What follows belongs to an exercise in optimizing a design on an open flow for small area, a short achievable clock period and few clock cycles; a production flow would make more cautious choices.
At most, simulation tests tie the RTL to the original design; equivalence was not proved.
No functional check of the RTL was part of run 1.
No activity file was given, so power comes from the tool's default toggle rates.

### flow/run.sh
#!/bin/bash
# synth_recipe.tcl (not shown) runs the flow's synth.tcl, then flattens the netlist and writes it again
# the make line also repeats each setting of config.mk as NAME=value (left out here)
make -C /OpenROAD-flow-scripts/flow DESIGN_CONFIG=/design/flow/config.mk WORK_HOME=/design/flow/orfs CLKGATE_MAP_FILE= SYNTH_SCRIPT=/design/flow/synth_recipe.tcl finish
### flow/config.mk
export PLATFORM = sky130hd
export DESIGN_NAME = n_queens_backtrack_search
export DESIGN_NICKNAME = n_queens_backtrack_search
export VERILOG_FILES = /design/flow/design.v
export SDC_FILE = /design/flow/constraint.sdc
export NUM_CORES = 4
export LEC_CHECK = 0
export ABC_AREA = 1
export CAP_MARGIN = 20
export CORE_MARGIN = 2
export CORE_UTILIZATION = 40
export SETUP_SLACK_MARGIN = 5
export SLEW_MARGIN = 20
### flow/constraint.sdc
create_clock -name core_clock -period 10.0 [get_ports {clk}]
set_input_delay 2.0000 -clock core_clock [delete_from_list [all_inputs] [get_ports {clk}]]
set_output_delay 2.0000 -clock core_clock [all_outputs]
set_load 0.01 [all_outputs]
### flow/design.v
package nqbs_pkg;
  localparam int DEF_MAX_QUEENS = 16;
  localparam int CFG_IDX_W  = 1;
  localparam int CFG_DATA_W = 32;
  localparam int BOARD_W    = 5;
  localparam int BUDGET_W   = 32;
  localparam logic [CFG_IDX_W-1:0] REG_BOARD_SIZE  = 1'd0;
  localparam logic [CFG_IDX_W-1:0] REG_STEP_BUDGET = 1'd1;
  localparam logic [BOARD_W-1:0]  BOARD_RST  = 5'd8;
  localparam logic [BUDGET_W-1:0] BUDGET_RST = 32'd1000000;
  localparam int IN_TDATA_W  = 8;
  localparam int OUT_TDATA_W = 16;
endpackage
import nqbs_pkg::*;
module n_queens_backtrack_search
#(
  parameter int MAX_QUEENS = DEF_MAX_QUEENS
) (
  input  logic                   clk,
  input  logic                   rst_n,
  input  logic                   cfg_valid,
  output logic                   cfg_ready,
  input  logic [CFG_IDX_W-1:0]   cfg_index,
  input  logic [CFG_DATA_W-1:0]  cfg_data,
  input  logic                   in_tvalid,
  output logic                   in_tready,
  input  logic [IN_TDATA_W-1:0]  in_tdata,    
  output logic                   out_tvalid,
  input  logic                   out_tready,
  output logic [OUT_TDATA_W-1:0] out_tdata,
  output logic                   out_tlast
);
  localparam int BW = 18;
  logic [4:0]    n_r;           
  logic [BW-1:0] budget_r;
  logic          idle_r, search_r, emit_r;
  logic [BW-7:0] hi_r;
  logic [7:0]    b_r;
  logic [3:0]    col_r;         
  logic [4:0]    rs_r;          
  logic [3:0]    stk_r [16];    
  logic [3:0]    best_r [16];   
  logic [4:0]    depth_r;
  logic [15:0]   cm_r;          
  logic [15:0]   ld_r;          
  logic [15:0]   rd_r;          
  logic          solved_r, ran_out_r;
  logic [3:0]    k_r;           
  assign cfg_ready  = 1'b1;
  assign in_tready  = idle_r;
  assign out_tvalid = emit_r;
  logic [3:0]  q, q2, q3;
  logic [15:0] att_c, att_p, av_c, av_p;
  logic [15:0] oh_c, oh_p, oh_q, oh_q2, oh_q3, oh_qv, near_q, far_q;
  logic        has_q;
  logic [15:0] pre_c, pre_p;
  logic [15:0] ge_rs, lt_n, gt_q, le_a, le_r;
  logic [3:0]  f_c, f_p;
  logic        any_c, any_p, ok_c;
  logic        mv_adv, mv_repl, mv_dbl, mv_exh, borrow, ok, last_col, hi_nz;
  logic [7:0]  base_x, base_r, base_d, w_a, w_r, w_d, b_nx;
  logic [BW-7:0] hi_dec;
  assign q     = stk_r[0];
  assign q2    = stk_r[1];
  assign q3    = stk_r[2];
  assign has_q = (col_r != 4'd0);
  always_comb begin
    for (int j = 0; j < 16; j++) begin
      ge_rs[j] = (5'(j) >= rs_r);
      lt_n[j]  = (5'(j) <  n_r);
      gt_q[j]  = (4'(j) >  q);
      oh_q[j]  = (4'(j) == q);
      oh_q2[j] = (4'(j) == q2);
      oh_q3[j] = (4'(j) == q3);
    end
  end
  assign oh_qv  = has_q ? oh_q : 16'd0;
  assign near_q = oh_qv | (oh_qv << 1) | (oh_qv >> 1);
  assign far_q  = oh_qv | (oh_qv << 2) | (oh_qv >> 2);
  always_comb begin
    for (int j = 0; j < 16; j++) begin
      att_c[j] = cm_r[j] | ((j > 0) ? ld_r[(j + 15) % 16] : 1'b0)
                        | ((j < 15) ? rd_r[(j + 1) % 16] : 1'b0) | near_q[j];
      att_p[j] = cm_r[j] | ld_r[j] | rd_r[j];
    end
  end
  assign av_c  = ~att_c & ge_rs & lt_n;
  assign av_p  = ~att_p & gt_q & lt_n;
  assign any_c = |av_c;
  assign any_p = |av_p;
  always_comb begin
    pre_c[0] = 1'b0;
    pre_p[0] = 1'b0;
    for (int j = 1; j < 16; j++) begin
      pre_c[j] = pre_c[j-1] | av_c[j-1];
      pre_p[j] = pre_p[j-1] | av_p[j-1];
    end
  end
  assign oh_c = av_c & ~pre_c;
  assign oh_p = av_p & ~pre_p;
  always_comb begin
    f_c = '0;
    f_p = '0;
    for (int j = 0; j < 16; j++) begin
      if (oh_c[j]) f_c = f_c | 4'(j);
      if (oh_p[j]) f_p = f_p | 4'(j);
    end
  end
  logic [15:0] att_n, av_n, dead;
  logic        two_c, dskip;
  always_comb begin
    for (int j = 0; j < 16; j++) begin
      att_n[j] = cm_r[j] | ((j > 1) ? ld_r[(j + 14) % 16] : 1'b0)
                        | ((j < 14) ? rd_r[(j + 2) % 16] : 1'b0) | far_q[j];
    end
  end
  assign av_n = ~att_n & lt_n;
  logic [15:0] free_far [16];
  always_comb begin
    for (int j = 0; j < 16; j++) begin
      free_far[j] = av_n;
      free_far[j][j] = 1'b0;
      if (j > 0)  free_far[j][j-1] = 1'b0;
      if (j < 15) free_far[j][j+1] = 1'b0;
      dead[j] = ~|free_far[j];
    end
  end
  assign two_c    = |(av_c & pre_c);
  assign last_col = (5'(col_r) + 5'd1 == n_r);
  assign dskip    = !two_c && (|(av_c & dead)) && !last_col && (5'(col_r) < depth_r);
  logic [7:0]  bq, base_x0, base_x1, base_r0, base_r1, base_d0, base_d1;
  assign bq      = b_r + 8'(q);
  assign base_x0 = b_r - 8'(n_r);
  assign base_x1 = b_r - 8'({n_r, 1'b1});              
  assign base_r0 = bq - 8'(n_r);
  assign base_r1 = bq - 8'({n_r, 1'b1});
  assign base_d0 = bq - 8'({n_r, 1'b0});               
  assign base_d1 = bq - 8'(n_r) - 8'({n_r, 1'b1});     
  assign base_x  = dskip ? base_x1 : base_x0;
  assign base_r  = dskip ? base_r1 : base_r0;
  assign base_d  = dskip ? base_d1 : base_d0;
  always_comb begin
    for (int j = 0; j < 16; j++) begin
      le_a[j] = !b_r[7] && ((|b_r[6:4]) || (b_r[3:0] >= 4'(j)));
    end
  end
  assign ok_c = |(av_c & le_a);
  assign mv_adv  = any_c && !dskip;
  assign mv_repl = !mv_adv && (col_r != 4'd0) && any_p;
  assign mv_dbl  = !mv_adv && (col_r > 4'd1) && !any_p;
  assign mv_exh  = !mv_adv && ((col_r == 4'd0) || (col_r == 4'd1 && !any_p));
  assign w_a = b_r + {4'hf, ~f_c};
  assign w_r = base_r + {4'hf, ~f_p};                 
  assign w_d = {2'b00, base_d[5:0]} + 8'(q2);
  always_comb begin
    if (mv_adv) borrow = !ok_c;
    else if (mv_repl) borrow = w_r[7] && (w_r != 8'hff);
    else if (col_r == 4'd0) borrow = base_x[7];
    else borrow = base_d[7];
  end
  assign hi_nz    = |hi_r;
  assign hi_dec   = hi_r - 1'b1;
  assign ok       = hi_nz | !borrow;
  always_comb begin
    if (mv_adv) b_nx = w_a;
    else if (mv_repl) b_nx = w_r;
    else b_nx = w_d;
    if (borrow && !mv_dbl) b_nx[7:6] = 2'b00;
  end
  logic [15:0] ld_dbl, rd_dbl;
  assign ld_dbl = ld_r & ~(oh_q2 << 1) & ~(oh_q3 << 2);
  assign rd_dbl = rd_r & ~(oh_q2 >> 1) & ~(oh_q3 >> 2);
  logic [3:0] back;           
  always_comb begin
    back = 4'd0;
    for (int i = 3; i < 15; i++) begin
      if (4'(i) < col_r) begin
        if (stk_r[i] == 4'(16 - i)) back[2] = 1'b1;
        if (stk_r[i] == 4'(17 - i)) back[3] = 1'b1;
        if (stk_r[i] == 4'(i - 2))  back[0] = 1'b1;
        if (stk_r[i] == 4'(i - 1))  back[1] = 1'b1;
      end
    end
  end
  logic take, stop;
  assign take = idle_r & in_tvalid & in_tdata[0];
  assign stop = !ok || (mv_adv && last_col) || mv_exh;
  always_ff @(posedge clk) begin
    if (!rst_n) begin
      n_r      <= 5'(BOARD_RST);
      budget_r <= (BUDGET_RST >= 32'(2**BW - 1)) ? '1 : BW'(BUDGET_RST);
      idle_r   <= 1'b1;
      search_r <= 1'b0;
      emit_r   <= 1'b0;
    end else begin
      if (cfg_valid) begin
        if (cfg_index == REG_BOARD_SIZE) begin
          if (cfg_data[4:0] == 5'd0) n_r <= 5'd1;
          else if (cfg_data[4:0] > 5'd16) n_r <= 5'd16;
          else n_r <= cfg_data[4:0];
        end else begin
          budget_r <= (|cfg_data[31:BW]) ? '1 : cfg_data[BW-1:0];
        end
      end
      if (idle_r) begin
        if (take) begin
          idle_r <= 1'b0;
          if (budget_r == '0 || n_r == 5'd1) emit_r <= 1'b1;
          else search_r <= 1'b1;
        end
      end else if (search_r) begin
        if (stop) begin
          search_r <= 1'b0;
          emit_r   <= 1'b1;
        end
      end else if (emit_r) begin
        if (out_tready && (5'(k_r) + 5'd1 == n_r)) begin
          emit_r <= 1'b0;
          idle_r <= 1'b1;
        end
      end
    end
  end
  always_ff @(posedge clk) begin
    if (idle_r) begin
      hi_r      <= budget_r[BW-1:6];
      b_r       <= {2'b00, budget_r[5:0]} - 8'd2;
      col_r     <= 4'd1;
      rs_r      <= 5'd0;
      stk_r[0]  <= 4'd0;
      cm_r      <= 16'h0000;
      ld_r      <= 16'h0000;
      rd_r      <= 16'h0000;
    end else begin
      b_r <= b_nx;
      if (borrow) hi_r <= hi_dec;
      if (mv_adv) begin
        stk_r[0] <= f_c;
        for (int i = 1; i < 16; i++) stk_r[i] <= stk_r[i-1];
        rs_r  <= 5'd0;
        col_r <= col_r + 4'd1;
        cm_r  <= cm_r | oh_qv;
        ld_r  <= (ld_r | oh_qv) << 1;
        rd_r  <= (rd_r | oh_qv) >> 1;
      end else if (mv_repl) begin
        stk_r[0] <= f_p;
        rs_r <= 5'd0;
      end else begin
        for (int i = 0; i < 14; i++) stk_r[i] <= stk_r[i+2];
        rs_r  <= 5'(q2) + 5'd1;
        col_r <= col_r - 4'd2;
        cm_r  <= cm_r & ~oh_q2 & ~oh_q3;
        ld_r  <= {back[3:2], ld_dbl[15:2]};
        rd_r  <= {rd_dbl[13:0], back[1:0]};
      end
    end
  end
  always_ff @(posedge clk) begin
    if (idle_r) begin
      best_r[0] <= 4'd0;
      depth_r   <= (budget_r == '0) ? 5'd0 : 5'd1;
      solved_r  <= (budget_r != '0) && (n_r == 5'd1);
      ran_out_r <= (budget_r == '0);
      k_r       <= 4'd0;
    end else if (search_r) begin
      if (mv_adv && (hi_nz || ok_c) && 5'(col_r) == depth_r) begin
        depth_r <= depth_r + 5'd1;
        best_r[0] <= f_c;
        for (int i = 1; i < 16; i++) best_r[i] <= stk_r[i-1];
      end
      if (stop) begin
        solved_r  <= ok && mv_adv && last_col;
        ran_out_r <= !ok;
      end
    end else if (emit_r) begin
      if (out_tready) k_r <= k_r + 4'd1;
    end
  end
  logic placed;
  assign placed    = (5'(k_r) < depth_r);
  assign out_tdata = {ran_out_r,
                      solved_r,
                      depth_r,
                      placed,
                      placed ? best_r[4'(depth_r) - 4'd1 - k_r] : 4'd0,
                      k_r};
  assign out_tlast = (5'(k_r) + 5'd1 == n_r);
endmodule
==> results of run 1 <==
cell usage after synthesis, drive strengths merged (2+ instances only):
cell and n:
nand2 493, inv 291, nor2 276, o21ai 203, nand3 151, edfxtp 139
dfxtp 103, a21oi 79, ha 60, nor3 56, nand4 44, clkbuf 43
xor2 36, o22ai 35, buf 24, nor4 24, a31oi 23, xnor2 12
o41ai 10, o221ai 9, fa 8, o211ai 8, a211oi 7, o2111ai 7
nand3b 6, a221oi 5, o32ai 5, or2 5, a41oi 4, o311ai 4
o31ai 4, a311o 3, a32o 3, a32oi 3, mux2i 3, a22o 2
a311oi 2, clkinv 2, o21a 2
stage by stage:
step	utilization [%]	area (um^2)	total power (uW)	cells	setup slack, ns
2_1_floorplan	-	16200	1910	2202	5.25
3_3_place_gp	43.2	17200	2210	2733	3.47
3_5_place_dp	43.2	17200	2240	2733	3.41
4_1_cts	47.0	18800	3340	2811	4.86
5_1_grt	49.2	19600	3690	2858	4.76
6_report	49.2	19600	3510	2858	4.76
how the worst max path moves through the flow:
stage,endpoint
after floorplan,stk_r[10][0]
after global placement,best_r[11][3]
after detailed placement,hi_r[0]
after CTS,out_tdata[4]
after global routing,out_tdata[4]
final,out_tdata[5]
cell families (layout without fill, tap and decap cells):
logic type	after synthesis	after routing	synth area share, %
AND/OR/NAND/NOR	1059	1063	28.9
AO/OA/AOI/OAI	421	421	15.3
buffers and inverters	360	487	8.87
flip-flops	242	242	38.5
adder cells (fa/ha/maj)	68	68	5.62
XOR/XNOR	48	48	2.59
multiplexers	3	3	0.185
other	1	1	0.0231
per-layer routing:
layer  global-route usage, %  vias up
met2                    44.0      703
met3                    3.77      146
met1                    37.5     7850
li1                        -     7729
met4                    10.9        0
met5                       0        -
critical path, stage by stage (launching register included):
cell and delay, ns:
edfxtp_1 0.41, buf_6 0.14, ha_4 0.28, nand3_2 0.08, nand2_2 0.12, xor2_4 0.23, buf_4 0.16, inv_4 0.04
nor2_4 0.10, nand2_1 0.24, o21ai_0 0.56, a41oi_1 0.11, buf_2 0.18
final cells by class:
| cell class | instances | area (um^2) | share of cell area, % |
|---|---|---|---|
| sequential | 242 | 6290 | 32.0 |
| inverter | 293 | 1170 | 5.94 |
| multi-input combinational | 1604 | 9300 | 47.4 |
| clock buffer | 37 | 723 | 3.68 |
| tap | 525 | 657 | 3.34 |
| clock inverter | 11 | 173 | 0.879 |
| timing repair buffer | 146 | 1340 | 6.81 |
sequential cells by signal, summed over array words and instances (netlist names):
signal     cells
ld_r          16
b_r            8
rs_r           5
rd_r          16
emit_r         1
cm_r          16
ran_out_r      1
n_r            5
stk_r         64
depth_r        5
best_r        64
k_r            4
search_r       1
col_r          4
hi_r          12
idle_r         1
solved_r       1
budget_r      18
power groups by stage:
stage                     clock network (uW)  logic [uW]  registers [uW]
after floorplan                            0         765            1150
after global placement                     0        1030            1180
after detailed placement                   0        1050            1180
after CTS                               1040        1140            1160
after global routing                    1080        1440            1160
final                                   1040        1320            1160
timing repair:
item / CTS / global route
gates cloned: 2 / 4
endpoints found under the setup margin: 272 / 166
setup buffers: 28 / 43
resized for setup: 147 / 122
pin swaps: 24 / 54
==> Flow_metrics.wiki, run 1 <==
{| class="wikitable"
! Metric !! Value
|-
| Most frequent cells in the layout || 457 x nand2_1, 253 x inv_1, 215 x nor2_1
|-
| Final worst hold slack || 0.450 ns
|-
| Depth of the worst register-to-register path || 28
|-
| Run status || complete, no violations
|-
| Top layer reached by signal wires || met4
|-
| Final wirelength || 59500 um
|-
| Antenna Cells || 0
|-
| Clock power frac || 29.5%
|-
| Actual transition at the worst max-transition pin || 1.07 ns
|-
| End of the worst hold path || best_r[13][2]
|-
| Worst flop-to-flop path startpoint || col_r[1]
|-
| Routed vias/inst || 5.75
|-
| Cell type with the highest aggregate area in the netlist || edfxtp_1
|-
| Total count of hold-check failures in the final report || 0
|-
| TritonCTS Buffers || 27
|-
| Fraction of post-synthesis cell area in the top cell type by area || 25.7%
|-
| Final Critical Period || 5.24 ns
|-
| Arrival time at the worst endpoint || 3.24 ns
|-
| Initial standard-cell utilization of the core || 40.6%
|-
| Relative contribution of sequential cells to total power || 33.0%
|-
| Htree depth || 1
|-
| Number of rows created at floorplan || 73
|-
| Detail Route Antenna Nets || 0
|-
| Power Density || 179 mW/mm^2
|-
| Global-route congestion overflow total || 0
|-
| Number of buffers added to fix hold violations after cts || 0
|-
| Required arrival time at the worst endpoint || 8.00 ns
|-
| Deepest clock path buffer count || 3
|-
| Most common flop cell mapped by yosys || edfxtp_1
|-
| Headroom to the max-slew limit || 27.7%
|-
| TritonCTS clock tree || done
|-
| Detailed route wirelength on metal2 || 26800 um
|-
| # clock sinks || 242
|-
| Cell area after technology mapping || 0.0162 mm^2
|-
| Switching power || 1310 uW
|-
| Final Net Count || 2428
|-
| Maximum clock rate || 0.191 GHz
|-
| Instance count along the most critical hold path || 0
|-
| Die Ht || 205 um
|-
| Setup Skew || 0.0484 ns
|-
| Count of flip-flops with a built-in enable after synthesis || 139
|-
| Via count of the first global-routing pass || 15499
|-
| Post-synthesis cell type count || 66
|-
| Area contributors post-synth || edfxtp_1 26%, dfxtp_1 13%, nand2_1 11%, inv_1 6.3%, o21ai_0 6.0%
|-
| Setup Crit Path Kind || reg2out
|-
| Number of antenna violations at the first check in global routing || 0
|-
| Synthesized flop and latch total || 242
|-
| X dimension of the die || 205 um
|-
| Switching fraction of total power || 37.2%
|-
| Reported leakage power || 0.00806 uW
|-
| Wire per inst || 20.8 um
|-
| Most common cell after layout, fill and taps aside || nand2_1
|-
| Sort of element at the start of the critical path || flip-flop
|-
| Capturing element type of the critical path || output pin
|-
| Register area share after synthesis || 38.5%
|-
| Setup repair after global routing missed its margin || true
|-
| Largest net degree at the start of global routing || 94
|-
| Fin crit share || 52.4%
|-
| Portion of total power attributed to combinational logic || 37.5%
|-
| Worst hold path class || reg2reg
|-
| Total routing usage reported by global routing || 27.5%
|-
| Count of mapped cells out of synthesis || 2202
|-
| HPWL after DPL || 43300 um
|-
| Area growth from synthesis to final layout || 21.1%
|-
| Top Ports || 66
|-
| Destination of the worst register-to-register timing path || ld_r[10]
|-
| Int Pwr || 2200 uW
|-
| Warnings, synthesis || 4
|-
| Maximum fanout along the worst path || 8
|-
| DRC marker count from the first detailed-route iteration || 1693
|-
| Filler cells || 3854
|-
| First-pass detailed-route iteration total || 6
|-
| Wire length on met3 || 4810 um
|-
| Met1 wire length || 25400 um
|-
| Critical hold path startpoint || stk_r[12][2]
|-
| Max-slew violation count || 0
|-
| Async S/R FF share, synth || 0%
|-
| Layout cell share with drive strength beyond 1 || 14.9%
|-
| Total nets after synthesis || 2316
|-
| Post-route setup TNS || 0 ns
|-
| Max-cap check violation count || 0
|-
| Port Buffers || 57
|-
| Clock transition at the registers of the reported paths || 0.06 ns
|-
| Largest voltage drop on the vdd net || 0.000131 V
|-
| Setup Viol. Count Final || 0
|-
| Clock insertion delay at the later pin of the skew report || 0.60 ns
|-
| Startpoint of the most critical setup path || depth_r[2]
|-
| DIE AREA || 0.0422 mm^2
|-
| Routability congestion estimate || 0.998
|-
| Area of the core || 0.0399 mm^2
|-
| Clock tree root buffer cell || clkbuf_16
|-
| Vias after detailed routing || 16428
|-
| DRC viols || 0
|-
| Wire length of the first global-routing pass || 89100 um
|-
| Reg2reg setup slack || 5.20 ns
|-
| Mean instance size in the synthesized netlist || 7.37 um^2
|}
==> run 2, diff against run 1 <==
--- a/flow/design.v
+++ b/flow/design.v
@@ -37,6 +37,7 @@
   logic [BW-7:0] hi_r;
   logic [7:0]    b_r;
   logic [3:0]    col_r;         
+  logic          z0_r, z1_r, lc_r, bd_r, eqd_r;
   logic [4:0]    rs_r;          
   logic [3:0]    stk_r [16];    
   logic [3:0]    best_r [16];   
@@ -63,7 +64,7 @@
   assign q     = stk_r[0];
   assign q2    = stk_r[1];
   assign q3    = stk_r[2];
-  assign has_q = (col_r != 4'd0);
+  assign has_q = !z0_r;
   always_comb begin
     for (int j = 0; j < 16; j++) begin
       ge_rs[j] = (5'(j) >= rs_r);
@@ -126,8 +127,8 @@
     end
   end
   assign two_c    = |(av_c & pre_c);
-  assign last_col = (5'(col_r) + 5'd1 == n_r);
-  assign dskip    = !two_c && (|(av_c & dead)) && !last_col && (5'(col_r) < depth_r);
+  assign last_col = lc_r;
+  assign dskip    = !two_c && (|(av_c & dead)) && !last_col && bd_r;
   logic [7:0]  bq, base_x0, base_x1, base_r0, base_r1, base_d0, base_d1;
   assign bq      = b_r + 8'(q);
   assign base_x0 = b_r - 8'(n_r);
@@ -146,16 +147,16 @@
   end
   assign ok_c = |(av_c & le_a);
   assign mv_adv  = any_c && !dskip;
-  assign mv_repl = !mv_adv && (col_r != 4'd0) && any_p;
-  assign mv_dbl  = !mv_adv && (col_r > 4'd1) && !any_p;
-  assign mv_exh  = !mv_adv && ((col_r == 4'd0) || (col_r == 4'd1 && !any_p));
+  assign mv_repl = !mv_adv && !z0_r && any_p;
+  assign mv_dbl  = !mv_adv && !z0_r && !z1_r && !any_p;
+  assign mv_exh  = !mv_adv && (z0_r || (z1_r && !any_p));
   assign w_a = b_r + {4'hf, ~f_c};
   assign w_r = base_r + {4'hf, ~f_p};                 
   assign w_d = {2'b00, base_d[5:0]} + 8'(q2);
   always_comb begin
     if (mv_adv) borrow = !ok_c;
     else if (mv_repl) borrow = w_r[7] && (w_r != 8'hff);
-    else if (col_r == 4'd0) borrow = base_x[7];
+    else if (z0_r) borrow = base_x[7];
     else borrow = base_d[7];
   end
   assign hi_nz    = |hi_r;
@@ -226,6 +227,11 @@
       hi_r      <= budget_r[BW-1:6];
       b_r       <= {2'b00, budget_r[5:0]} - 8'd2;
       col_r     <= 4'd1;
+      z0_r      <= 1'b0;
+      z1_r      <= 1'b1;
+      lc_r      <= (n_r == 5'd2);
+      bd_r      <= 1'b0;
+      eqd_r     <= 1'b1;
       rs_r      <= 5'd0;
       stk_r[0]  <= 4'd0;
       cm_r      <= 16'h0000;
@@ -239,6 +245,11 @@
         for (int i = 1; i < 16; i++) stk_r[i] <= stk_r[i-1];
         rs_r  <= 5'd0;
         col_r <= col_r + 4'd1;
+        z0_r  <= 1'b0;
+        z1_r  <= z0_r;
+        lc_r  <= (5'(col_r) + 5'd2 == n_r);
+        bd_r  <= !eqd_r && (5'(col_r) + 5'd1 < depth_r);
+        eqd_r <= eqd_r || (5'(col_r) + 5'd1 == depth_r);
         cm_r  <= cm_r | oh_qv;
         ld_r  <= (ld_r | oh_qv) << 1;
         rd_r  <= (rd_r | oh_qv) >> 1;
@@ -249,6 +260,11 @@
         for (int i = 0; i < 14; i++) stk_r[i] <= stk_r[i+2];
         rs_r  <= 5'(q2) + 5'd1;
         col_r <= col_r - 4'd2;
+        z0_r  <= (col_r == 4'd2);
+        z1_r  <= (col_r == 4'd3);
+        lc_r  <= 1'b0;
+        bd_r  <= 1'b1;
+        eqd_r <= 1'b0;
         cm_r  <= cm_r & ~oh_q2 & ~oh_q3;
         ld_r  <= {back[3:2], ld_dbl[15:2]};
         rd_r  <= {rd_dbl[13:0], back[1:0]};
@@ -263,7 +279,7 @@
       ran_out_r <= (budget_r == '0);
       k_r       <= 4'd0;
     end else if (search_r) begin
-      if (mv_adv && (hi_nz || ok_c) && 5'(col_r) == depth_r) begin
+      if (mv_adv && (hi_nz || ok_c) && eqd_r) begin
         depth_r <= depth_r + 5'd1;
         best_r[0] <= f_c;
         for (int i = 1; i < 16; i++) best_r[i] <= stk_r[i-1];
==> flow/flow/run.sh (new file) <==
#!/bin/bash
set -euo pipefail
bash standard.sh SETUP_SLACK_MARGIN=5.5 finish > standard.log 2>&1
==> flow/standard.sh (new file) <==
#!/bin/bash
# synth_recipe.tcl (not shown) runs the flow's synth.tcl, then flattens the netlist and writes it again
# the make line also repeats each setting of config.mk as NAME=value (left out here)
make -C /OpenROAD-flow-scripts/flow DESIGN_CONFIG=/design/flow/config.mk WORK_HOME=/design/flow/orfs CLKGATE_MAP_FILE= SYNTH_SCRIPT=/design/flow/synth_recipe.tcl "${@:-finish}"
removed: flow/run.sh
==> run 2 against run 1 <==
Effect of this change:
- still clean on timing, DRC and antenna
- non-clock buffer count up 38
- die area up 0.64%
- fmax up 0.60%
- critical path depth up 2
- first-iteration DRC count down 2.7%
- area after synthesis up 0.66%
- sequential power about the same
- critical endpoint is now out_tdata[6]
==> Flow_metrics.wiki, run 2 <==
{| class="wikitable"
! Metric !! Value
|-
| Number of placed cells counting well taps || 2736 (+0.11%)
|-
| Relative contribution of sequential cells to total power || 33.9% (+0.9 points)
|-
| Wire length of the first global-routing pass || 91800 um (+3.1%)
|-
| Vias after detailed routing || 16757 (+2.0%)
|-
| Final design utilization || 51.2% (+2.0 points)
|-
| Destination of the worst register-to-register timing path || b_r[6]
|-
| Layout cell share with drive strength beyond 1 || 20.1% (+5.2 points)
|-
| Clock insertion delay at the later pin of the skew report || 0.56 ns (-0.04 ns)
|-
| Startpoint of the most critical setup path || k_r[0]
|-
| Reported leakage power || 0.00856 uW (+6.2%)
|-
| TritonCTS Buffers || 28 (+3.7%)
|-
| Arrival time at the worst endpoint || 3.21 ns (-0.03 ns)
|-
| Area of the core || 0.0406 mm^2 (+1.6%)
|-
| Area contributors post-synth || edfxtp_1 26%, dfxtp_1 13%, nand2_1 9.2%, inv_1 7.0%, nor2_1 6.6%
|-
| Routed vias/inst || 5.76 (+0.25%)
|-
| Total routing usage reported by global routing || 28.1% (+0.64 points)
|-
| Reg2reg setup slack || 5.09 ns (-0.11 ns)
|-
| Depth of the worst register-to-register path || 32 (+14%)
|-
| Die Ht || 206 um (+0.32%)
|-
| DRC viols || 0 (unchanged)
|-
| Total count of hold-check failures in the final report || 0 (unchanged)
|-
| Switching power || 1260 uW (-3.6%)
|-
| Clock tree root buffer cell || clkbuf_16
|-
| Multi-input gate area || 0.00985 mm^2 (+5.8%)
|-
| Antenna Cells || 0 (unchanged)
|-
| Clock power frac || 29.6% (about the same)
|-
| Top Ports || 66 (unchanged)
|-
| Final Net Count || 2468 (+1.6%)
|-
| Area used by sequential logic in the layout || 0.00639 mm^2 (+1.7%)
|-
| Number of antenna violations at the first check in global routing || 0 (unchanged)
|-
| Global-route congestion overflow total || 0 (unchanged)
|-
| Most frequent cell after synthesis || nand2_1
|-
| Area growth from synthesis to final layout || 27.1%
|-
| Setup Skew || 0.0136 ns (-0.0348 ns)
|-
| Largest net degree at the start of global routing || 92 (-2.1%)
|-
| DRC marker count from the first detailed-route iteration || 1647 (-2.7%)
|-
| Fin crit share || 52.1% (-0.31 points)
|-
| Deepest clock path buffer count || 3 (unchanged)
|-
| Most common flop cell mapped by yosys || edfxtp_1
|-
| Final wirelength || 61100 um (+2.7%)
|-
| DIE AREA || 0.0424 mm^2 (+0.64%)
|-
| Final cell count without fillers || 2908 (+1.7%)
|-
| Warnings, synthesis || 4 (unchanged)
|-
| Post-route setup TNS || 0 ns (unchanged)
|-
| Routability congestion estimate || 1.02 (+2.3%)
|-
| Register area share after synthesis || 38.9% (+0.42 points)
|-
| Critical Path Sink || out_tdata[6]
|-
| Most frequent cells in the layout || 364 x nand2_1, 279 x inv_1, 230 x nor2_1
|-
| Count of mapped cells out of synthesis || 2196 (-0.27%)
|-
| Max-slew violation count || 0 (unchanged)
|-
| Final Critical Period || 5.21 ns (-0.0314 ns)
|-
| Wire per inst || 21.0 um (+0.96%)
|-
| Most common cell after layout, fill and taps aside || nand2_1
|-
| Number of rows created at floorplan || 74 (+1.4%)
|-
| Cell area after technology mapping || 0.0163 mm^2 (+0.66%)
|-
| X dimension of the die || 206 um (+0.32%)
|-
| Setup Viol. Count Final || 0 (unchanged)
|-
| Synthesized flop and latch total || 247 (+2.1%)
|-
| Via count of the first global-routing pass || 15791 (+1.9%)
|-
| Portion of total power attributed to combinational logic || 36.5% (-1.0 points)
|-
| Max-cap check violation count || 0 (unchanged)
|-
| First-pass detailed-route iteration total || 5 (-1)
|-
| HPWL after DPL || 44100 um (+1.8%)
|-
| Run status || complete, no violations
|-
| Setup repair after global routing missed its margin || true
|-
| Worst hold path class || reg2reg
|-
| Worst flop-to-flop path startpoint || stk_r[0][0]
|-
| Initial standard-cell utilization of the core || 40.3% (-0.38 points)
|-
| Largest voltage drop on the vdd net || 0.000122 V (-6.3%)
|-
| Cell type with the highest aggregate area in the netlist || edfxtp_1
|-
| Headroom to the max-slew limit || 32.6% (+4.9 points)
|-
| Sort of element at the start of the critical path || flip-flop
|-
| Clock transition at the registers of the reported paths || 0.06 ns (about the same)
|-
| Detail Route Antenna Nets || 0 (unchanged)
|-
| Capturing element type of the critical path || output pin
|-
| TritonCTS clock tree || done
|-
| Maximum clock rate || 0.192 GHz (+0.60%)
|-
| Post-synthesis cell type count || 64 (-3.0%)
|-
| # clock sinks || 247 (+2.1%)
|-
| Total nets after synthesis || 2310 (-0.26%)
|-
| Setup Crit Path Kind || reg2out
|-
| Count of flip-flops with a built-in enable after synthesis || 140 (+0.72%)
|-
| Async S/R FF share, synth || 0% (unchanged)
|-
| Commonest cells in the synthesized netlist || 402 x nand2_1, 305 x inv_1, 286 x nor2_1
|-
| Int Pwr || 2180 uW (-1.2%)
|-
| Fraction of post-synthesis cell area in the top cell type by area || 25.8% (about the same)
|-
| Switching fraction of total power || 36.7% (-0.59 points)
|-
| Htree depth || 1 (unchanged)
|-
| Required arrival time at the worst endpoint || 8.00 ns (about the same)
|-
| Maximum fanout along the worst path || 4 (-4)
|-
| Port Buffers || 57 (unchanged)
|-
| Top Registers || best_r x64, stk_r x64, budget_r x18
|-
| Power Density || 166 mW/mm^2 (-7.3%)
|-
| Mean instance size in the synthesized netlist || 7.43 um^2 (+0.93%)
|-
| Actual transition at the worst max-transition pin || 1.01 ns (-0.0611 ns)
|-
| Critical hold path startpoint || stk_r[6][2]
|-
| Filler cells || 3882 (+0.73%)
|}
-- run 2: worst max-delay path, cell delays in order, from the launching register on --
cell     delay, ns
dfxtp_4       0.35
inv_4         0.07
ha_4          0.13
inv_2         0.04
fa_2          0.40
xor2_4        0.19
inv_2         0.09
nor2_1        0.06
inv_1         0.17
nor2_2        0.08
a22o_1        0.22
a21oi_2       0.18
nand4_1       0.23
o21a_1        0.28
buf_2         0.15
-- run 2: worst min-delay path by stage --
stage	to	slack, ns	depth (start not counted)
floorplan	z1_r	0.43	2
global placement	best_r[7][2]	0.44	0
detailed placement	best_r[7][2]	0.44	0
CTS	best_r[7][2]	0.45	0
global route	best_r[9][2]	0.48	0
finish	best_r[7][2]	0.45	0
-- run 2: routing by layer --
metal | track usage (%) | routed length (um) | up-vias
met5 | 0 | 0 | -
met4 | 11.1 | 2670 | 0
met3 | 3.26 | 4640 | 162
met2 | 45.1 | 27700 | 742
met1 | 38.7 | 26200 | 8038
li1 | - | - | 7815
-- run 2: power groups by stage --
stage / registers, uW / logic, uW / clock network [uW]
6_report: 1170 / 1250 / 1020
5_1_grt: 1170 / 1360 / 1060
4_1_cts: 1160 / 1100 / 1030
3_5_place_dp: 1190 / 935 / 0
3_3_place_gp: 1190 / 914 / 0
2_1_floorplan: 1160 / 647 / 0
-- run 2: timing repair --
action | in CTS | in global routing
setup endpoints to repair | 266 | 172
hold buffers | 0 | 0
cloned | 6 | 0
buffers inserted | 71 | 43
gates resized for setup | 244 | 155
pin swaps | 44 | 63
-- run 2: kinds of logic after synthesis --
logic type | Yosys count | share of synthesized area, %
and+or+nand+nor | 1035 | 28.4
adders and majority gates | 68 | 5.58
muxes | 3 | 0.184
buffers and inverters | 381 | 9.11
other | 1 | 0.0230
AOI/OAI and AO/OA | 406 | 14.8
DFF | 247 | 38.9
xor gates and xnor gates | 55 | 2.95
-- run 2: metrics by stage --
stage	power (uW)	instance area, um^2	hold slack [ns]	worst slack [ns]
CTS	3290	19800	0.452	4.78
global placement	2100	17400	0.436	3.06
finish	3440	20800	0.450	4.79
floorplan	1810	16300	0.426	5.53
global route	3590	20800	0.477	4.69
detailed placement	2120	17400	0.436	3.05
-- run 2: cell type report --
cell class                 instances  area share, %
inverter                         320           6.14
timing repair buffer             184           8.06
sequential                       247           30.8
tap                              532           3.21
clock inverter                    20          0.796
multi-input combinational       1573           47.4
clock buffer                      32           3.55
Testbench counts of run 2, summed over its fixed seeds: cycles 172,077.
==> run 3, diff against run 2 <==
==> flow/run.sh (new file) <==
#!/bin/bash
# synth_recipe.tcl (not shown) runs the flow's synth.tcl, then flattens the netlist and writes it again
# the make line also repeats each setting of config.mk as NAME=value (left out here)
make -C /OpenROAD-flow-scripts/flow DESIGN_CONFIG=/design/flow/config.mk WORK_HOME=/design/flow/orfs CLKGATE_MAP_FILE= SYNTH_SCRIPT=/design/flow/synth_recipe.tcl finish
removed: flow/flow/run.sh
removed: flow/standard.sh
==> run 3 against run 2 <==
Effect of this change:
- clock power grew 11%
- first-iteration DRC count down 3.7%
- sequential power hardly changed
- combinational power is 6% lower
- total power is 0.87% higher
- sequential cell count unchanged
- area after synthesis is the same
- routed wire length down 1.7%
==> Flow_metrics.wiki, run 3 <==
{| class="wikitable"
! Metric !! Value
|-
| Fin crit share || 52.2% (+0.16 points)
|-
| Arrival time at the worst endpoint || 3.22 ns (about the same)
|-
| Headroom to the max-slew limit || 40.7% (+8.1 points)
|-
| Vias after detailed routing || 16251 (-3.0%)
|-
| Htree depth || 1 (unchanged)
|-
| Initial standard-cell utilization of the core || 40.3% (unchanged)
|-
| TritonCTS clock tree || done
|-
| Crit-path slowest cell || fa_2
|-
| Max-slew violation count || 0 (unchanged)
|-
| DIE AREA || 0.0424 mm^2 (unchanged)
|-
| Port Buffers || 57 (unchanged)
|-
| Area growth from synthesis to final layout || 23.0%
|-
| Clock insertion delay at the later pin of the skew report || 0.57 ns (about the same)
|-
| Required arrival time at the worst endpoint || 8.00 ns (about the same)
|-
| M1 GR Usage || 38.3% (-0.40 points)
|-
| Fraction of post-synthesis cell area in the top cell type by area || 25.8% (unchanged)
|-
| Register area share after synthesis || 38.9% (unchanged)
|-
| Largest voltage drop on the vdd net || 0.0000868 V (-29%)
|-
| Critical hold path startpoint || stk_r[8][2]
|-
| Capturing element type of the critical path || output pin
|-
| Cell type with the highest aggregate area in the netlist || edfxtp_1
|-
| Commonest cells in the synthesized netlist || 402 x nand2_1, 305 x inv_1, 286 x nor2_1
|-
| Setup Skew || 0.0131 ns (-0.000530 ns)
|-
| Clock tree root buffer cell || clkbuf_16
|-
| Setup repair after global routing missed its margin || true
|-
| Number of antenna violations at the first check in global routing || 0 (unchanged)
|-
| Layout cell share with drive strength beyond 1 || 15.6% (-4.5 points)
|-
| GRT Max-Usage Layer || met2
|-
| Routed vias/inst || 5.67 (-1.6%)
|-
| Most common flop cell mapped by yosys || edfxtp_1
|-
| Antenna Cells || 0 (unchanged)
|-
| Startpoint of the most critical setup path || k_r[0]
|-
| X dimension of the die || 206 um (unchanged)
|-
| Worst hold path class || reg2reg
|-
| TritonCTS Buffers || 28 (unchanged)
|-
| Post-route setup TNS || 0 ns (unchanged)
|-
| Run status || complete, no violations
|-
| Deepest clock path buffer count || 3 (unchanged)
|-
| Final wirelength || 60100 um (-1.7%)
|-
| Via count of the first global-routing pass || 15423 (-2.3%)
|-
| Delay of the slowest cell on the worst path || 0.67 ns (+0.27 ns)
|-
| Reported leakage power || 0.00832 uW (-2.8%)
|-
| GR Layer Usage met3 || 4.16% (+0.90 points)
|-
| Maximum fanout along the worst path || 4 (unchanged)
|-
| Wire per inst || 21.0 um (-0.30%)
|-
| DRC viols || 0 (unchanged)
|-
| Worst flop-to-flop path startpoint || stk_r[0][1]
|-
| Post-synthesis cell type count || 64 (unchanged)
|-
| First-pass detailed-route iteration total || 7 (+2)
|-
| Detail Route Antenna Nets || 0 (unchanged)
|-
| Power Density || 173 mW/mm^2 (+4.3%)
|-
| Max-cap check violation count || 0 (unchanged)
|-
| Most common cell after layout, fill and taps aside || nand2_1
|-
| Wire length of the first global-routing pass || 90200 um (-1.8%)
|-
| HPWL after DPL || 44100 um (about the same)
|-
| Sort of element at the start of the critical path || flip-flop
|-
| Top Registers || best_r x64, stk_r x64, budget_r x18
|-
| Setup Viol. Count Final || 0 (unchanged)
|-
| DRC marker count from the first detailed-route iteration || 1586 (-3.7%)
|-
| # clock sinks || 247 (unchanged)
|-
| Async S/R FF share, synth || 0% (unchanged)
|-
| Actual transition at the worst max-transition pin || 0.888 ns (-0.122 ns)
|-
| Top Ports || 66 (unchanged)
|-
| Total nets after synthesis || 2310 (unchanged)
|-
| Count of mapped cells out of synthesis || 2196 (unchanged)
|-
| List of cells traversed by the critical path || inv_4 > ha_4 > inv_4 > fa_2 > nor2_4 > clkinv_4 > nor2_4 > a22o_1 > a221oi_2 > nand4_1 > a21oi_2 > a41oi_2 > buf_2
|-
| Number of buffers added to fix hold violations after cts || 0 (unchanged)
|-
| Total routing usage reported by global routing || 27.9% (-0.21 points)
|-
| Maximum clock rate || 0.191 GHz (-0.32%)
|-
| Area of the core || 0.0406 mm^2 (unchanged)
|-
| Final Net Count || 2427 (-1.7%)
|-
| Cell area after technology mapping || 0.0163 mm^2 (unchanged)
|-
| Total count of hold-check failures in the final report || 0 (unchanged)
|-
| Die Ht || 206 um (unchanged)
|-
| Clock transition at the registers of the reported paths || 0.06 ns (about the same)
|-
| Global-route congestion overflow total || 0 (unchanged)
|-
| Warnings, synthesis || 4 (unchanged)
|-
| Count of flip-flops with a built-in enable after synthesis || 140 (unchanged)
|-
| Largest net degree at the start of global routing || 61 (-34%)
|-
| Setup Crit Path Kind || reg2out
|-
| Most frequent cell after synthesis || nand2_1
|-
| Mean instance size in the synthesized netlist || 7.43 um^2 (unchanged)
|-
| Met2 track demand over resource || 44.0% (-1.0 points)
|-
| Final worst hold slack || 0.451 ns (+0.000851 ns)
|-
| Routability congestion estimate || 1.01 (-1.3%)
|-
| Number of rows created at floorplan || 74 (unchanged)
|-
| Synthesized flop and latch total || 247 (unchanged)
|-
| Most frequent cells in the layout || 381 x nand2_1, 288 x inv_1, 251 x nor2_1
|-
| Final Critical Period || 5.22 ns (+0.0164 ns)
|-
| Area contributors post-synth || edfxtp_1 26%, dfxtp_1 13%, nand2_1 9.2%, inv_1 7.0%, nor2_1 6.6%
|}
[run 3: timing repair]
action                     4_1_cts  5_1_grt
resized for setup              160      118
pin swaps                       28       52
setup endpoints to repair      227      146
setup buffers                   32       43
cloned                           2        3
[run 3: layout make-up]
class	count	area (um^2)
Clock buffer	34	743
Inverter	320	1270
Clock inverter	18	269
Sequential cell	247	6390
Multi-Input combinational cell	1573	9490
Fill cell	3969	20500
Timing Repair Buffer	143	1250
Tap cell	532	666
[run 3: per-stage QoR]
step	util [%]	total power (uW)	cells	setup slack [ns]	instance area [um^2]
after floorplan	-	1810	2196	5.30	16300
after global placement	42.8	2100	2735	2.88	17400
after detailed placement	42.8	2120	2735	2.90	17400
after CTS	47.3	3330	2821	4.76	19200
after global routing	49.5	3630	2867	4.67	20100
final	49.5	3470	2867	4.78	20100
[run 3: kinds of logic (layout without fill, tap and decap cells)]
group / after synthesis / count (layout) / synth area share [%]
compound gates: 406 / 406 / 14.8
fa+ha+maj: 68 / 68 / 5.58
flops: 247 / 247 / 38.9
other cells: 1 / 1 / 0.0230
buf+inv: 381 / 515 / 9.11
xor+xnor: 55 / 55 / 2.95
mux: 3 / 3 / 0.184
simple gates: 1035 / 1040 / 28.4
[run 3: worst max-delay path: cells and delay by family, from the launching register on]
family	cells	cell delay, ns
adders and majority gates	2	0.81
buffers and inverters	4	0.38
AOI/OAI and AO/OA	4	0.79
and+or+nand+nor	3	0.31
DFF	1	0.35
[run 3: worst paths after layout]
kind / endpoint / cells past startpoint / slack, ns
min: best_r[9][2] / 0 / 0.45
min reg2reg: best_r[9][2] / 0 / 0.45
max reg2reg: ran_out_r / 32 / 5.00
max: out_tdata[7] / 13 / 4.78
[run 3: power by group]
group          internal, uW  switching, uW  total [uW]  leakage (uW)
logic                   439            731        1170       0.00568
clock network           688            447        1130      0.000482
registers              1110           55.8        1160       0.00216
total                  2230           1230        3470       0.00832
[run 3: routing by layer]
metal / routed length (um) / up-vias
met3: 4770 / 157
met5: 0 / -
met2: 26600 / 667
li1: - / 7732
met4: 2690 / 0
met1: 26000 / 7695
==> run 4, diff against run 3 <==
--- a/flow/config.mk
+++ b/flow/config.mk
@@ -9,5 +9,7 @@
 export CAP_MARGIN = 20
 export CORE_MARGIN = 2
 export CORE_UTILIZATION = 40
+export CTS_BUF_LIST = sky130_fd_sc_hd__clkbuf_8
 export SETUP_SLACK_MARGIN = 5
 export SLEW_MARGIN = 20
+export TNS_END_PERCENT = 0
==> run 4 against run 3 <==
Effect of this change:
- largest cell class unchanged
- clock skew increased by 0.016 ns
- clock power decreased by 17%
- critical path type unchanged
- worst hold slack got worse by 0.0036 ns
- fmax fell by 1.6%
- first-iteration DRC count rose by 5.7%
- sequential cell count unchanged
==> Flow_metrics.wiki, run 4 <==
{| class="wikitable"
! Metric !! Value
|-
| Run status || complete, no violations
|-
| Initial standard-cell utilization of the core || 40.3% (unchanged)
|-
| Most common flop cell mapped by yosys || edfxtp_1
|-
| Synthesized flop and latch total || 247 (unchanged)
|-
| Setup Crit Path Kind || reg2out
|-
| Pre-CTS setup slack || 2.90 ns (unchanged)
|-
| Area contributors post-synth || edfxtp_1 26%, dfxtp_1 13%, nand2_1 9.2%, inv_1 7.0%, nor2_1 6.6%
|-
| Die Ht || 206 um (unchanged)
|-
| HPWL after DPL || 44100 um (unchanged)
|-
| Top Registers || best_r x64, stk_r x64, budget_r x18
|-
| Clock transition at the registers of the reported paths || 0.06 ns (about the same)
|-
| Count of mapped cells out of synthesis || 2196 (unchanged)
|-
| Clock tree root buffer cell || clkbuf_8
|-
| Layout cell share with drive strength beyond 1 || 11.6% (-4.0 points)
|-
| Capturing element type of the critical path || output pin
|-
| Via count of the first global-routing pass || 15487 (+0.41%)
|-
| Clock power frac || 29.8% (-2.9 points)
|-
| Global-route congestion overflow total || 0 (unchanged)
|-
| Detailed route wirelength on metal2 || 26600 um (about the same)
|-
| Wire per inst || 20.8 um (-0.68%)
|-
| TritonCTS Buffers || 45 (+61%)
|-
| Crit-path slowest cell || fa_2
|-
| Register area share after synthesis || 38.9% (unchanged)
|-
| Count of flip-flops with a built-in enable after synthesis || 140 (unchanged)
|-
| Power Density || 165 mW/mm^2 (-4.4%)
|-
| Total nets after synthesis || 2310 (unchanged)
|-
| Final Critical Period || 5.31 ns (+0.0846 ns)
|-
| DIE AREA || 0.0424 mm^2 (unchanged)
|-
| Top Ports || 66 (unchanged)
|-
| Total routing usage reported by global routing || 28.1% (+0.15 points)
|-
| Portion of total power attributed to combinational logic || 33.2% (-0.5 points)
|-
| Post-route setup TNS || 0 ns (unchanged)
|-
| Sort of element at the start of the critical path || flip-flop
|-
| Maximum fanout along the worst path || 4 (unchanged)
|-
| Actual transition at the worst max-transition pin || 0.938 ns (+0.0508 ns)
|-
| Top layer reached by signal wires || met4
|-
| Wire length on met3 || 4650 um (-2.5%)
|-
| Wire length of the first global-routing pass || 90700 um (+0.57%)
|-
| Maximum clock rate || 0.188 GHz (-1.6%)
|-
| Mean instance size in the synthesized netlist || 7.43 um^2 (unchanged)
|-
| Relative contribution of sequential cells to total power || 37.0% (+3.4 points)
|-
| Post-synthesis cell type count || 64 (unchanged)
|-
| Worst hold path class || reg2reg
|-
| Largest net degree at the start of global routing || 61 (unchanged)
|-
| Area growth from synthesis to final layout || 16.8%
|-
| TritonCTS clock tree || done
|-
| Filler cells || 4080 (+2.8%)
|-
| DRC marker count from the first detailed-route iteration || 1677 (+5.7%)
|-
| Arrival time at the worst endpoint || 3.31 ns (+0.09 ns)
|-
| Clock insertion delay at the later pin of the skew report || 0.61 ns (+0.04 ns)
|-
| Total count of hold-check failures in the final report || 0 (unchanged)
|-
| CP delay by family, top || compound AO/OA/AOI/OAI gates
|-
| Routed vias/inst || 5.65 (-0.25%)
|-
| Critical path buffers and inverters || 3 (-1)
|-
| Async S/R FF share, synth || 0% (unchanged)
|-
| Most common cell after layout, fill and taps aside || nand2_1
|-
| Fraction of post-synthesis cell area in the top cell type by area || 25.8% (unchanged)
|-
| Final wirelength || 59300 um (-1.3%)
|-
| Setup repair after global routing missed its margin || true
|-
| # clock sinks || 247 (unchanged)
|-
| Delay of the slowest cell on the worst path || 0.53 ns (-0.14 ns)
|-
| Routability congestion estimate || 1.01 (unchanged)
|-
| Max-slew violation count || 0 (unchanged)
|-
| Switching fraction of total power || 37.3% (+1.7 points)
|-
| Fin crit share || 53.1% (+0.85 points)
|-
| Max-cap check violation count || 0 (unchanged)
|-
| Htree depth || 2 (+1)
|-
| Int Pwr || 1970 uW (-12%)
|-
| X dimension of the die || 206 um (unchanged)
|-
| Switching power || 1180 uW (-4.7%)
|-
| Commonest cells in the synthesized netlist || 402 x nand2_1, 305 x inv_1, 286 x nor2_1
|-
| Number of rows created at floorplan || 74 (unchanged)
|-
| Cell type with the highest aggregate area in the netlist || edfxtp_1
|-
| Setup Skew || 0.0296 ns (+0.0165 ns)
|-
| Largest voltage drop on the vdd net || 0.0000824 V (-5.1%)
|-
| First-pass detailed-route iteration total || 6 (-1)
|-
| Most frequent cell after synthesis || nand2_1
|-
| Number of antenna violations at the first check in global routing || 0 (unchanged)
|-
| Warnings, synthesis || 4 (unchanged)
|-
| Required arrival time at the worst endpoint || 8.00 ns (about the same)
|-
| Deepest clock path buffer count || 3 (unchanged)
|-
| Port Buffers || 57 (unchanged)
|-
| DRC viols || 0 (unchanged)
|-
| Met1 wire length || 26200 um (+0.67%)
|-
| Min setup slack post-route || 4.69 ns (-0.0846 ns)
|-
| Headroom to the max-slew limit || 37.4% (-3.3 points)
|-
| Reported leakage power || 0.00798 uW (-4.1%)
|-
| Final Net Count || 2396 (-1.3%)
|-
| Setup Viol. Count Final || 0 (unchanged)
|-
| Detail Route Antenna Nets || 0 (unchanged)
|-
| Cell area after technology mapping || 0.0163 mm^2 (unchanged)
|-
| Most frequent cells in the layout || 398 x nand2_1, 302 x inv_1, 264 x nor2_1
|-
| List of cells traversed by the critical path || ha_4 > inv_2 > fa_2 > buf_6 > nand2_8 > nor2_2 > a22o_1 > a221oi_2 > nand4_1 > o21a_1 > buf_2
|-
| Vias after detailed routing || 16115 (-0.84%)
|-
| Area of the core || 0.0406 mm^2 (unchanged)
|}
## run 4: cell counts after synthesis
Identical to the previous run, type by type.
## run 4: final timing paths
path               startpoint      endpoint  slack [ns]  cells after the start
setup / recovery   depth_r[0]  out_tdata[6]        4.69                     11
hold reg to reg   stk_r[8][2]  best_r[9][2]        0.45                      0
hold / removal    stk_r[8][2]  best_r[9][2]        0.45                      0
setup reg to reg       n_r[2]       hi_r[0]        4.80                     29
## run 4: cell families after synthesis
| logic type | after synthesis | synth area share, % |
|---|---|---|
| AO/OA/AOI/OAI | 406 | 14.8 |
| XOR/XNOR | 55 | 2.95 |
| adder cells (fa/ha/maj) | 68 | 5.58 |
| buffers and inverters | 381 | 9.11 |
| flip-flops | 247 | 38.9 |
| multiplexers | 3 | 0.184 |
| other | 1 | 0.0230 |
| AND/OR/NAND/NOR | 1035 | 28.4 |
## run 4: layout make-up
cell class	instances	area (um^2)	area share, %
clock inverter	31	168	0.879
clock buffer	51	702	3.68
multi-input combinational	1570	8990	47.1
tap	532	666	3.49
antenna	1	2.50	0.0131
sequential	247	6380	33.5
timing repair buffer	98	918	4.82
inverter	320	1240	6.53
## run 4: per-stage QoR
stage	instance area [um^2]	total power [uW]	std cells	utilization [%]	hold slack (ns)
global route	19100	3320	2849	47.0	0.472
global placement	17400	2100	2735	42.8	0.437
finish	19100	3150	2850	47.0	0.447
floorplan	16300	1810	2196	-	0.426
detailed placement	17400	2120	2735	42.8	0.434
CTS	18800	3120	2837	46.4	0.448
## run 4: layer usage
layer,GRT usage (%),vias up
li1,-,7671
met1,38.9,7631
met2,44.7,702
met3,3.99,111
met4,9.64,0
met5,0,-
## run 4: power groups by stage
stage | combinational, uW | clock [uW] | sequential (uW)
finish | 1050 | 938 | 1170
global placement | 919 | 0 | 1190
global route | 1150 | 1010 | 1170
CTS | 998 | 958 | 1170
floorplan | 646 | 0 | 1160
detailed placement | 934 | 0 | 1190
## run 4: timing repair
item,CTS,global route
pin swaps,26,8
buffers inserted,19,11
resized for setup,131,28
setup endpoints to repair,229,198
gates cloned,1,1
hold buffers,0,0
==> run 5, diff against run 4 <==
--- a/flow/config.mk
+++ b/flow/config.mk
@@ -9,7 +9,6 @@
 export CAP_MARGIN = 20
 export CORE_MARGIN = 2
 export CORE_UTILIZATION = 40
-export CTS_BUF_LIST = sky130_fd_sc_hd__clkbuf_8
 export SETUP_SLACK_MARGIN = 5
 export SLEW_MARGIN = 20
 export TNS_END_PERCENT = 0
==> run 5 against run 4 <==
Effect of this change:
- sequential power is essentially flat
- via count is essentially flat
- first-iteration DRC count shrank 0.24%
- clock-buffer cell count shrank 17
- largest cell class unchanged
- clock skew shrank 0.020 ns
- fmax grew 0.58%
- global-route usage shrank 0.36 points
- core utilization grew 0.83 points
- still clean
- synthesized cell count is the same
- largest power group unchanged
- critical path type unchanged
- sequential cell count is the same
- combinational power grew 4%
- worst setup slack gained 0.031 ns
==> Flow_metrics.wiki, run 5 <==
{| class="wikitable"
! Metric !! Value
|-
| Run status || complete, no violations
|-
| Power after layout || 3390 uW (+7.5%)
|-
| Area growth from synthesis to final layout || 18.9%
|-
| Clock insertion delay at the later pin of the skew report || 0.57 ns (-0.04 ns)
|-
| Register area share after synthesis || 38.9% (unchanged)
|-
| Largest voltage drop on the vdd net || 0.0000860 V (+4.5%)
|-
| Fin crit share || 52.8% (-0.31 points)
|-
| Final Cell Area || 0.0194 mm^2 (+1.8%)
|-
| DRC viols || 0 (unchanged)
|-
| Int Pwr || 2190 uW (+11%)
|-
| Top Registers || best_r x64, stk_r x64, budget_r x18
|-
| Setup repair after global routing missed its margin || true
|-
| TritonCTS clock tree || done
|-
| Global-route congestion overflow total || 0 (unchanged)
|-
| Fraction of post-synthesis cell area in the top cell type by area || 25.8% (unchanged)
|-
| Wire per inst || 20.9 um (+0.54%)
|-
| Maximum clock rate || 0.189 GHz (+0.58%)
|-
| Routability congestion estimate || 1.01 (unchanged)
|-
| TritonCTS Buffers || 28 (-38%)
|-
| Final Critical Period || 5.28 ns (-0.0307 ns)
|-
| Clock power frac || 33.4% (+3.6 points)
|-
| Sort of element at the start of the critical path || flip-flop
|-
| Antenna Cells || 0 (-1)
|-
| Reported leakage power || 0.00805 uW (+0.83%)
|-
| Final wirelength || 59300 um (-0.13%)
|-
| X dimension of the die || 206 um (unchanged)
|-
| HPWL after DPL || 44100 um (unchanged)
|-
| Clock transition at the registers of the reported paths || 0.06 ns (about the same)
|-
| Switching power || 1190 uW (+1.6%)
|-
| Layout cell share with drive strength beyond 1 || 12.4% (+0.83 points)
|-
| Commonest cells in the synthesized netlist || 402 x nand2_1, 305 x inv_1, 286 x nor2_1
|-
| Arrival time at the worst endpoint || 3.28 ns (-0.03 ns)
|-
| Most common flop cell mapped by yosys || edfxtp_1
|-
| Deepest clock path buffer count || 3 (unchanged)
|-
| Number of antenna violations at the first check in global routing || 0 (unchanged)
|-
| Standard cell area after detailed placement || 0.0174 mm^2 (unchanged)
|-
| Setup Skew || 0.00969 ns (-0.0199 ns)
|-
| Total nets after synthesis || 2310 (unchanged)
|-
| # clock sinks || 247 (unchanged)
|-
| Required arrival time at the worst endpoint || 8.00 ns (about the same)
|-
| Detail Route Antenna Nets || 0 (unchanged)
|-
| Area of the core || 0.0406 mm^2 (unchanged)
|-
| Final cell count without fillers || 2831 (-0.67%)
|-
| Initial standard-cell utilization of the core || 40.3% (unchanged)
|-
| Most common cell after layout, fill and taps aside || nand2_1
|-
| DIE AREA || 0.0424 mm^2 (unchanged)
|-
| Count of flip-flops with a built-in enable after synthesis || 140 (unchanged)
|-
| Relative contribution of sequential cells to total power || 34.4% (-2.6 points)
|-
| Cell type with the highest aggregate area in the netlist || edfxtp_1
|-
| Portion of total power attributed to combinational logic || 32.1% (-1.1 points)
|-
| Power Density || 174 mW/mm^2 (+5.6%)
|-
| Worst hold path class || reg2reg
|-
| Vias after detailed routing || 16118 (+0.019%)
|-
| Setup Viol. Count Final || 0 (unchanged)
|-
| Async S/R FF share, synth || 0% (unchanged)
|-
| Setup Crit Path Kind || reg2out
|-
| First-pass detailed-route iteration total || 6 (unchanged)
|-
| Htree depth || 1 (-1)
|-
| Switching fraction of total power || 35.3% (-2.0 points)
|-
| Area contributors post-synth || edfxtp_1 26%, dfxtp_1 13%, nand2_1 9.2%, inv_1 7.0%, nor2_1 6.6%
|-
| Wire length of the first global-routing pass || 89600 um (-1.2%)
|-
| Post-route setup TNS || 0 ns (unchanged)
|-
| Largest net degree at the start of global routing || 61 (unchanged)
|-
| Routed vias/inst || 5.69 (+0.69%)
|-
| Cell area after technology mapping || 0.0163 mm^2 (unchanged)
|-
| Max-cap check violation count || 0 (unchanged)
|-
| Warnings, synthesis || 4 (unchanged)
|-
| Min setup slack post-route || 4.72 ns (+0.0307 ns)
|-
| Top Ports || 66 (unchanged)
|-
| Synthesized flop and latch total || 247 (unchanged)
|-
| Maximum fanout along the worst path || 4 (unchanged)
|-
| Capturing element type of the critical path || output pin
|-
| Max-slew violation count || 0 (unchanged)
|-
| Total count of hold-check failures in the final report || 0 (unchanged)
|-
| Headroom to the max-slew limit || 36.5% (-0.95 points)
|-
| Number of placed cells counting well taps || 2735 (unchanged)
|-
| DRC marker count from the first detailed-route iteration || 1673 (-0.24%)
|-
| Via count of the first global-routing pass || 15372 (-0.74%)
|-
| Pre-CTS setup slack || 2.90 ns (unchanged)
|-
| Final Net Count || 2391 (-0.21%)
|-
| Number of rows created at floorplan || 74 (unchanged)
|-
| Post-synthesis cell type count || 64 (unchanged)
|-
| Number of buffers added to fix hold violations after cts || 0 (unchanged)
|-
| Port Buffers || 57 (unchanged)
|-
| Actual transition at the worst max-transition pin || 0.953 ns (+0.0143 ns)
|-
| Mean instance size in the synthesized netlist || 7.43 um^2 (unchanged)
|-
| Count of mapped cells out of synthesis || 2196 (unchanged)
|-
| Most frequent cell after synthesis || nand2_1
|-
| Die Ht || 206 um (unchanged)
|-
| Total routing usage reported by global routing || 27.7% (-0.36 points)
|-
| Clock tree root buffer cell || clkbuf_16
|-
| Most frequent cells in the layout || 392 x nand2_1, 290 x inv_1, 258 x nor2_1
|}
[run 5: changes by cell type in the layout (fill, tap and decap cells not counted), sizes merged, moves of 3 or more]
cell,before,now
buf,44,55
bufinv,1,6
clkinvlp,5,8
clkinv,20,8
inv,325,316
clkbuf,51,34
[run 5: critical path, stage by stage (launching register included)]
cell and delay [ns]:
edfxtp_1 0.45, ha_4 0.20, inv_2 0.06, fa_2 0.53, buf_6 0.18, nand2_8 0.09
nor2_4 0.07, a22o_1 0.24, a221oi_4 0.30, nand4_1 0.19, o21a_1 0.25, buf_2 0.14
[run 5: stage by stage]
| step | hold WS, ns | util [%] |
|---|---|---|
| floorplan | 0.426 | - |
| global placement | 0.437 | 42.8 |
| detailed placement | 0.434 | 42.8 |
| CTS | 0.450 | 46.8 |
| global route | 0.473 | 47.9 |
| finish | 0.448 | 47.9 |
[run 5: layer usage]
metal	global-route usage (%)	share of wire, %	up-vias
met5	0	0	-
met1	38.2	44	7572
li1	-	-	7678
met2	43.6	44	723
met4	11.4	4.4	0
met3	3.80	7.7	145
[run 5: logic make-up after synthesis]
family	Yosys count	synth area share (%)
multiplexers	3	0.184
AO/OA/AOI/OAI	406	14.8
flip-flops	247	38.9
AND/OR/NAND/NOR	1035	28.4
other	1	0.0230
XOR/XNOR	55	2.95
adder cells (fa/ha/maj)	68	5.58
buffers and inverters	381	9.11
[run 5: worst paths after layout]
kind                   to  cells past startpoint        start  slack, ns
min          best_r[9][2]                      0  stk_r[8][2]       0.45
max reg2reg       hi_r[0]                     29       n_r[4]       4.90
max          out_tdata[4]                     11   depth_r[0]       4.72
min reg2reg  best_r[9][2]                      0  stk_r[8][2]       0.45
[run 5: timing repair]
item | in CTS | in global routing
cloned | 1 | 2
setup buffers | 22 | 19
gates resized for setup | 135 | 57
endpoints found under the setup margin | 227 | 198
pin swaps | 24 | 15
[run 5: final cells by class]
cell class | instances | area (um^2)
fillers | 4049 | 21100
multi-input cells | 1571 | 9120
flip-flops and latches | 247 | 6380
inverters | 320 | 1250
repair buffers | 109 | 981
clock buffers | 34 | 743
well taps | 532 | 666
clock inverters | 18 | 269
[run 5: power by group through the flow]
stage | clock network [uW] | registers (uW) | logic (uW)
after detailed placement | 0 | 1190 | 934
after floorplan | 0 | 1160 | 646
final | 1130 | 1170 | 1090
after global routing | 1190 | 1170 | 1190
after global placement | 0 | 1190 | 919
after CTS | 1140 | 1170 | 1000
==> run 6, diff against run 5 <==
--- a/flow/config.mk
+++ b/flow/config.mk
@@ -9,6 +9,8 @@
 export CAP_MARGIN = 20
 export CORE_MARGIN = 2
 export CORE_UTILIZATION = 40
+export CTS_CLUSTER_DIAMETER = 60
+export CTS_CLUSTER_SIZE = 30
 export SETUP_SLACK_MARGIN = 5
 export SLEW_MARGIN = 20
 export TNS_END_PERCENT = 0
==> run 6 against run 5 <==
Effect of this change:
- still clean on timing, DRC and antenna
- final area is essentially flat
- combinational power is essentially flat
- area after synthesis is the same
- sequential power is essentially flat
- critical path type unchanged
- largest cell class unchanged
==> Flow_metrics.wiki, run 6 <==
{| class="wikitable"
! Metric !! Value
|-
| Run status || complete, no violations
|-
| Critical hold path startpoint || stk_r[8][2]
|-
| Routed vias/inst || 5.68 (-0.15%)
|-
| TritonCTS clock tree || done
|-
| Required arrival time at the worst endpoint || 8.00 ns (about the same)
|-
| Capturing element type of the critical path || output pin
|-
| Largest voltage drop on the vdd net || 0.000125 V (+46%)
|-
| Register area share after synthesis || 38.9% (unchanged)
|-
| Largest net degree at the start of global routing || 61 (unchanged)
|-
| Warnings, synthesis || 4 (unchanged)
|-
| Layout cell share with drive strength beyond 1 || 12.5% (+0.054 points)
|-
| Worst hold path class || reg2reg
|-
| Setup repair after global routing missed its margin || true
|-
| Setup Skew || 0.0478 ns (+0.0381 ns)
|-
| Arrival time at the worst endpoint || 3.32 ns (+0.04 ns)
|-
| Sort of element at the start of the critical path || flip-flop
|-
| Count of flip-flops with a built-in enable after synthesis || 140 (unchanged)
|-
| X dimension of the die || 206 um (unchanged)
|-
| TritonCTS Buffers || 27 (-3.6%)
|-
| Filler cells || 4061 (+0.30%)
|-
| Multi-input gate area || 0.00910 mm^2 (-0.25%)
|-
| Max-slew violation count || 0 (unchanged)
|-
| Final Net Count || 2390 (-0.042%)
|-
| Fin crit share || 53.2% (+0.44 points)
|-
| Instance count along the most critical hold path || 0 (unchanged)
|-
| Reg2reg setup slack || 4.84 ns (-0.06 ns)
|-
| Critical path depth || 11 (unchanged)
|-
| Area contributors post-synth || edfxtp_1 26%, dfxtp_1 13%, nand2_1 9.2%, inv_1 7.0%, nor2_1 6.6%
|-
| Port Buffers || 57 (unchanged)
|-
| Wire length of the first global-routing pass || 89500 um (-0.13%)
|-
| Crit-path slowest cell || fa_2
|-
| CP delay by family, top || compound AO/OA/AOI/OAI gates
|-
| Initial standard-cell utilization of the core || 40.3% (unchanged)
|-
| HPWL after DPL || 44100 um (unchanged)
|-
| Htree depth || 1 (unchanged)
|-
| Fraction of post-synthesis cell area in the top cell type by area || 25.8% (unchanged)
|-
| Antenna Cells || 0 (unchanged)
|-
| Area used by sequential logic in the layout || 0.00638 mm^2 (unchanged)
|-
| # clock sinks || 247 (unchanged)
|-
| Top Ports || 66 (unchanged)
|-
| Headroom to the max-slew limit || 45.7% (+9.2 points)
|-
| Die Ht || 206 um (unchanged)
|-
| List of cells traversed by the critical path || ha_4 > inv_2 > fa_2 > buf_4 > nand2_4 > nor2_1 > a22o_1 > a221oi_2 > nand4_1 > o21a_1 > buf_2
|-
| First-pass detailed-route iteration total || 7 (+1)
|-
| Most common flop cell mapped by yosys || edfxtp_1
|-
| Power Density || 173 mW/mm^2 (-0.81%)
|-
| Number of rows created at floorplan || 74 (unchanged)
|-
| Mean instance size in the synthesized netlist || 7.43 um^2 (unchanged)
|-
| Post-route setup TNS || 0 ns (unchanged)
|-
| Post-synthesis cell type count || 64 (unchanged)
|-
| Max-cap check violation count || 0 (unchanged)
|-
| Vias after detailed routing || 16082 (-0.22%)
|-
| Final wirelength || 59300 um (about the same)
|-
| Final cell count without fillers || 2829 (-0.071%)
|-
| Number of buffers added to fix hold violations after cts || 0 (unchanged)
|-
| Setup Crit Path Kind || reg2out
|-
| Commonest cells in the synthesized netlist || 402 x nand2_1, 305 x inv_1, 286 x nor2_1
|-
| Critical path buffers and inverters || 3 (unchanged)
|-
| Reported leakage power || 0.00806 uW (+0.22%)
|-
| Global-route congestion overflow total || 0 (unchanged)
|-
| Maximum fanout along the worst path || 4 (unchanged)
|-
| Worst flop-to-flop path startpoint || stk_r[0][1]
|-
| Clock transition at the registers of the reported paths || 0.09 ns (+0.03 ns)
|-
| Setup Viol. Count Final || 0 (unchanged)
|-
| Final Critical Period || 5.32 ns (+0.0436 ns)
|-
| DRC marker count from the first detailed-route iteration || 1640 (-2.0%)
|-
| Wire per inst || 20.9 um (about the same)
|-
| DRC viols || 0 (unchanged)
|-
| Area growth from synthesis to final layout || 19.0% (about the same)
|-
| Maximum clock rate || 0.188 GHz (-0.82%)
|-
| Total nets after synthesis || 2310 (unchanged)
|}
[run 6: cell counts after synthesis]
No cell type changed its count.
[run 6: timing repair]
action                                  CTS  global route
endpoints found under the setup margin  233           198
pin swaps                                26            16
setup buffers                            24            17
resized for setup                       138            58
cloned                                    1             2
hold endpoints to repair                  0             0
[run 6: final cells by class]
type / count / share of cell area [%]
Clock inverter: 21 / 1.59
Tap cell: 532 / 3.43
Inverter: 320 / 6.49
Timing Repair Buffer: 109 / 5.18
Clock buffer: 29 / 3.63
Multi-Input combinational cell: 1571 / 46.8
Sequential cell: 247 / 32.9
[run 6: layer usage]
metal | share of wire (%) | global-route usage, % | vias to the layer above
met5 | 0 | 0 | -
li1 | - | - | 7666
met1 | 44 | 38.3 | 7618
met4 | 4.2 | 11.7 | 0
met2 | 44 | 43.1 | 668
met3 | 7.4 | 3.77 | 130
[run 6: stage by stage]
step	instance area (um^2)	setup slack, ns	util, %
after floorplan	16300	5.30	-
after global placement	17400	2.88	42.8
after detailed placement	17400	2.90	42.8
after CTS	19000	4.74	46.9
after global routing	19400	4.58	47.9
final	19400	4.68	47.9
[run 6: report_power, final]
group | switching [uW] | internal (uW)
registers | 56.3 | 1110
logic | 692 | 393
clock network | 542 | 570
total | 1290 | 2070
[run 6: cells by family (layout without fill, tap and decap cells)]
kind of cell / count (synthesis) / after routing / share of synthesized area, %
DFF: 247 / 247 / 38.9
buffers and inverters: 381 / 479 / 9.11
and+or+nand+nor: 1035 / 1038 / 28.4
AOI/OAI and AO/OA: 406 / 406 / 14.8
xor gates and xnor gates: 55 / 55 / 2.95
muxes: 3 / 3 / 0.184
adders and majority gates: 68 / 68 / 5.58
other: 1 / 1 / 0.0230
[run 6: path summary, 6_finish.rpt]
path                       end
hold reg to reg   best_r[9][2]
hold / removal    best_r[9][2]
setup / recovery  out_tdata[6]
setup reg to reg     ran_out_r
[run 6: worst register-to-register path: cells and delay by family (launching register included)]
kind | cells | cell delay (ns)
DFF | 1 | 0.38
adders and majority gates | 1 | 0.30
and+or+nand+nor | 20 | 2.50
buffers and inverters | 6 | 0.81
AOI/OAI and AO/OA | 6 | 0.90
